Context: an optimization exercise on an open-source flow, tuned for small area and a short achievable clock period. The choices shown serve that exercise and are no tape-out recipe.
Function was checked by simulation only, so behaviour that the tests miss may differ from the original.
No driver is modelled on the clock port, so clock power and skew are understated where the tree is cut down; a real chip needs a root buffer or a tree.

## controlTop
module controlTop (
  input  logic                       CLK,
  input  logic                       arstN,
  input  logic [32-1:0]    controlWord,
  input  logic [6-1:0]  aluStatus,
  input  logic [16-1:0]    freg,
  input  logic [16-1:0]    greg,
  input  logic [16-1:0]    hreg,
  output logic [16-1:0]    progRomAdd,
  output logic [16-1:0]    ramAdd,
  output logic [16-1:0]    dataRomAdd,
  output logic [16-1:0]    gpuAdd,
  output logic [3-1:0] operand1,
  output logic [3-1:0] operand2,
  output logic [3-1:0] results,
  output ctrlPkg::aluFunc_t          aluOperation,
  output logic [3:0]                 aluParams,
  output ctrlPkg::busSource_t        busState,
  output logic                       aluReadBus,
  output logic                       ramWrite,
  output logic                       gpuWrite,
  output logic [16-1:0]    dout
);
==> module instructionDecoder, before the edit <==
module instructionDecoder (
  input  logic                       CLK,
  input  logic                       arstN,
  input  logic                       execute,
  input  logic [32-1:0]    controlWord,
  input  logic [6-1:0]  aluStatus,
  output logic [3-1:0] operand1,
  output logic [3-1:0] operand2,
  output logic [3-1:0] results,
  output ctrlPkg::aluFunc_t          aluOperation,
  output logic [3:0]                 aluParams,
  output ctrlPkg::busSource_t        busState,
  output logic                       aluReadBus,
  output logic                       ramWrite,
  output logic                       gpuWrite,
  output logic [16-1:0]    dout,
  output logic                       doJump,
  output logic                       doCall,
  output logic                       doReturn,
  output logic [16-1:0]    branchTarget,
  output logic                       ramLoad,
  output logic                       romLoad,
  output logic                       gpuLoad,
  output logic                       fromPointer,
  output logic [16-1:0]    immediate
);
  logic [1:0]                 variant;
  logic [4:0]                 opcode;
  logic [3-1:0] op1Field;
  logic [3-1:0] op2Field;
  logic [3-1:0] resultField;
  logic [6-1:0]  condMask;
  logic [16-1:0]    immField;
  assign variant = controlWord[1:0];
  assign opcode = controlWord[6:2];
  assign op1Field = controlWord[9:7];
  assign op2Field = controlWord[12:10];
  assign resultField = controlWord[15:13];
  assign condMask = controlWord[12:7];
  assign immField = controlWord[31:16];
  logic taken;
  logic isLdr, isStr, isLpt, isSpt, isCmp, isAdd, isSub, isMul;
  logic isAnd, isOr, isXor, isNot, isLsl, isLsr;
  logic isLoad;    
  logic isAlu;     
  logic v0, v1, v2, v3;
  assign taken = |(condMask & aluStatus);
  logic [3:0] opHi;
  logic [7:0] opLo;
  always_comb
  begin
    for (int i = 0; i < 4; i++)
      opHi[i] = opcode[4:3] == 2'(i);
    for (int i = 0; i < 8; i++)
      opLo[i] = opcode[2:0] == 3'(i);
  end
  assign isLdr = opHi[0] & opLo[1];    
  assign isStr = opHi[0] & opLo[2];    
  assign isLpt = opHi[0] & opLo[3];    
  assign isSpt = opHi[0] & opLo[4];    
  assign isCmp = opHi[0] & opLo[5];    
  assign isAdd = opHi[0] & opLo[6];    
  assign isSub = opHi[0] & opLo[7];    
  assign isMul = opHi[1] & opLo[0];    
  assign isAnd = opHi[1] & opLo[3];    
  assign isOr = opHi[1] & opLo[4];     
  assign isXor = opHi[1] & opLo[5];    
  assign isNot = opHi[1] & opLo[6];    
  assign isLsl = opHi[1] & opLo[7];    
  assign isLsr = opHi[2] & opLo[0];    
  assign isLoad = opHi[0] & (opLo[1] | opLo[3]);
  assign isAlu = (opHi[0] & (opLo[5] | opLo[6] | opLo[7])) |
                 (opHi[1] & (opLo[0] | opLo[3] | opLo[4] | opLo[5] | opLo[6] | opLo[7])) |
                 (opHi[2] & opLo[0]);
  assign v0 = variant == 2'd0;
  assign v1 = variant == 2'd1;
  assign v2 = variant == 2'd2;
  assign v3 = variant == 2'd3;
  logic loadOperand1;
  logic loadOperand2;
  logic loadResults;
  logic loadParams;
  logic loadDout;
  logic ramSel;
  logic romSel;
  logic gpuSel;
  assign loadOperand1 = isStr | isSpt | isAlu;
  assign loadOperand2 = isAlu & v1;
  assign loadResults = isLoad | (isAlu & !isCmp);
  assign loadParams = isAlu;
  assign loadDout = (isLdr & v3) | isSpt | (isAlu & v3);
  assign ramSel = ((isLoad | isStr | isAlu) & v0) | (isSpt & !variant[0]);
  assign romSel = isLoad & v1;
  assign gpuSel = ((isLoad | isStr | isAlu) & v2) | (isSpt & variant[0]);
  assign fromPointer = isLpt | isSpt;
  logic [6:0] nxtAluOp;
  logic [3:0] nxtParams;
  logic [3:0] nxtBus;
  logic       busSelRam, busSelRom, busSelGpu, busSelImm, busSelAlu;
  logic       nxtReadBus;
  logic       nxtRamWrite;
  logic       nxtGpuWrite;
  assign nxtAluOp = {isLoad | isAlu, isCmp, isLsr, isLsl,
                     isAnd | isOr | isXor | isNot, isMul, isAdd | isSub};
  assign nxtParams = {2'b00, isXor | isNot, isSub | isOr | isNot};
  assign busSelRam = (isLoad | isAlu) & v0;
  assign busSelRom = isLoad & v1;
  assign busSelGpu = (isLoad | isAlu) & v2;
  assign busSelImm = (isLdr & v3) | (isSpt & variant[1]) | (isAlu & v3);
  assign busSelAlu = isStr | (isSpt & !variant[1]);
  assign nxtBus = {1'b0, busSelGpu | busSelImm, busSelRam | busSelRom | busSelImm,
                   busSelRom | busSelAlu};
  assign nxtReadBus = isLoad | (isAlu & !v1);
  assign nxtRamWrite = (isStr & v0) | (isSpt & !variant[0]);
  assign nxtGpuWrite = (isStr & v2) | (isSpt & variant[0]);
  assign doJump = execute && ((opHi[2] & opLo[4]) || ((opHi[2] & opLo[7]) && taken));
  assign doCall = execute && ((opHi[2] & opLo[5]) || ((opHi[3] & opLo[0]) && taken));
  assign doReturn = execute && ((opHi[2] & opLo[6]) || ((opHi[3] & opLo[1]) && taken));
  assign branchTarget = immField;
  assign immediate = immField;
  assign ramLoad = execute && ramSel;
  assign romLoad = execute && romSel;
  assign gpuLoad = execute && gpuSel;
  always_ff @(posedge CLK or negedge arstN)
  begin
    if (!arstN)
    begin
      operand1 <= '0;
      operand2 <= '0;
      results <= '0;
      aluOperation <= ctrlPkg::aluIdle;
      aluParams <= '0;
      busState <= ctrlPkg::busIdle;
      aluReadBus <= 1'b0;
      ramWrite <= 1'b0;
      gpuWrite <= 1'b0;
      dout <= '0;
    end
    else if (execute)
    begin
      if (loadOperand1)
        operand1 <= op1Field;
      if (loadOperand2)
        operand2 <= op2Field;
      if (loadResults)
        results <= resultField;
      aluOperation <= ctrlPkg::aluFunc_t'(nxtAluOp);
      if (loadParams)
        aluParams <= nxtParams;
      busState <= ctrlPkg::busSource_t'(nxtBus);
      aluReadBus <= nxtReadBus;
      ramWrite <= nxtRamWrite;
      gpuWrite <= nxtGpuWrite;
      if (loadDout)
        dout <= immField;
    end
    else
    begin
      ramWrite <= 1'b0;
      gpuWrite <= 1'b0;
    end
  end
endmodule
Settings: LEC_CHECK=0, CAP_MARGIN=20, CORE_MARGIN=2, CORE_UTILIZATION=65, PLACE_DENSITY=0.7, SETUP_SLACK_MARGIN=2.6, SLEW_MARGIN=20; clock period 5.0 ns.
standard.sh (not shown) runs the stock make flow with config.mk's settings and CLKGATE_MAP_FILE= SYNTH_SCRIPT=/design/flow/synth_recipe.tcl, a recipe that flattens the netlist after the stock synthesis.
==> flow/flow/run.sh <==
#!/bin/bash
# The standard layout (bash standard.sh), with the clock tree built by
# flow/clock_tree.tcl instead of TritonCTS. Each tool's full output is in
# orfs/logs/; this script's own output is in run_flow.log.
set -euo pipefail
here="$(pwd)"
export PRE_CTS_TCL="$here/flow/cts_hook.tcl"
export MIDS_PER_ROOT=8
export LEAF_SINKS=28
bash standard.sh PRE_CTS_TCL="$PRE_CTS_TCL" finish 2>&1 | tee "$here/run_flow.log"
Other scripts of this flow, unchanged in this note and not shown: flow/flow/clock_tree.tcl, flow/flow/cts_hook.tcl
Then changed:
--- a/flow/design.v
+++ b/flow/design.v
@@ -300,31 +300,20 @@
   logic v0, v1, v2, v3;
   assign taken = |(condMask & aluStatus);
-  logic [3:0] opHi;
-  logic [7:0] opLo;
-  always_comb
-  begin
-    for (int i = 0; i < 4; i++)
-      opHi[i] = opcode[4:3] == 2'(i);
-    for (int i = 0; i < 8; i++)
-      opLo[i] = opcode[2:0] == 3'(i);
-  end
-  assign isLdr = opHi[0] & opLo[1];    
-  assign isStr = opHi[0] & opLo[2];    
-  assign isLpt = opHi[0] & opLo[3];    
-  assign isSpt = opHi[0] & opLo[4];    
-  assign isCmp = opHi[0] & opLo[5];    
-  assign isAdd = opHi[0] & opLo[6];    
-  assign isSub = opHi[0] & opLo[7];    
-  assign isMul = opHi[1] & opLo[0];    
-  assign isAnd = opHi[1] & opLo[3];    
-  assign isOr = opHi[1] & opLo[4];     
-  assign isXor = opHi[1] & opLo[5];    
-  assign isNot = opHi[1] & opLo[6];    
-  assign isLsl = opHi[1] & opLo[7];    
-  assign isLsr = opHi[2] & opLo[0];    
-  assign isLoad = opHi[0] & (opLo[1] | opLo[3]);
-  assign isAlu = (opHi[0] & (opLo[5] | opLo[6] | opLo[7])) |
-                 (opHi[1] & (opLo[0] | opLo[3] | opLo[4] | opLo[5] | opLo[6] | opLo[7])) |
-                 (opHi[2] & opLo[0]);
+  assign isLdr = opcode == ctrlPkg::opLdr;
+  assign isStr = opcode == ctrlPkg::opStr;
+  assign isLpt = opcode == ctrlPkg::opLpt;
+  assign isSpt = opcode == ctrlPkg::opSpt;
+  assign isCmp = opcode == ctrlPkg::opCmp;
+  assign isAdd = opcode == ctrlPkg::opAdd;
+  assign isSub = opcode == ctrlPkg::opSub;
+  assign isMul = opcode == ctrlPkg::opMul;
+  assign isAnd = opcode == ctrlPkg::opAnd;
+  assign isOr = opcode == ctrlPkg::opOr;
+  assign isXor = opcode == ctrlPkg::opXor;
+  assign isNot = opcode == ctrlPkg::opNot;
+  assign isLsl = opcode == ctrlPkg::opLsl;
+  assign isLsr = opcode == ctrlPkg::opLsr;
+  assign isLoad = isLdr | isLpt;
+  assign isAlu = isCmp | isAdd | isSub | isMul | isAnd | isOr | isXor | isNot | isLsl | isLsr;
   assign v0 = variant == 2'd0;
   assign v1 = variant == 2'd1;
@@ -368,7 +357,7 @@
   assign nxtRamWrite = (isStr & v0) | (isSpt & !variant[0]);
   assign nxtGpuWrite = (isStr & v2) | (isSpt & variant[0]);
-  assign doJump = execute && ((opHi[2] & opLo[4]) || ((opHi[2] & opLo[7]) && taken));
-  assign doCall = execute && ((opHi[2] & opLo[5]) || ((opHi[3] & opLo[0]) && taken));
-  assign doReturn = execute && ((opHi[2] & opLo[6]) || ((opHi[3] & opLo[1]) && taken));
+  assign doJump = execute && ((opcode == ctrlPkg::opJmp) || ((opcode == ctrlPkg::opJoc) && taken));
+  assign doCall = execute && ((opcode == ctrlPkg::opJsr) || ((opcode == ctrlPkg::opJsc) && taken));
+  assign doReturn = execute && ((opcode == ctrlPkg::opRts) || ((opcode == ctrlPkg::opRsc) && taken));
   assign branchTarget = immField;
   assign immediate = immField;
What happened:
- The new run produced a clean layout
- utilization went up by 0.21 points
- global-route usage went up by 1.1 points
- routed wire length went up by a few percent
- via count went up by a few percent
- clock skew went up by 0.0061 ns
- synthesized area went up slightly
- worst setup slack got worse by 0.045 ns
- maximum frequency went down slightly
- cell area went up slightly
No run of this note takes its clock network from TritonCTS; it comes from the design's own scripts or RTL.

==> separate check: timing with driven ports <==
No port has a modelled driver above. Below, the same layouts with a new extraction and two added sets of constraints.
Step 1, drivers: a clkbuf_16 drives CLK and a buf_2 each remaining input, both assumed.
Step 2 times the ports against the registers' clock, not the clock port: input delays grow and output delays shrink by t, the midpoint of the rising clock arrivals with the driver on.
Three values: no drivers, after step 1, after step 2; two values: the first two.
run	shift t [ns]	setup slack, ns	hold WS [ns]
the first run	0.768	2.604 / 2.428 / 1.999	0.295 / 0.213 / 0.295
the second run	0.777	2.560 / 2.424 / 1.918	0.305 / 0.291 / 0.304
After both steps setup and hold are still met in every run listed. The setup slack of the second run, which loses most, moves by -0.136 ns with the drivers and by -0.642 ns with both steps.
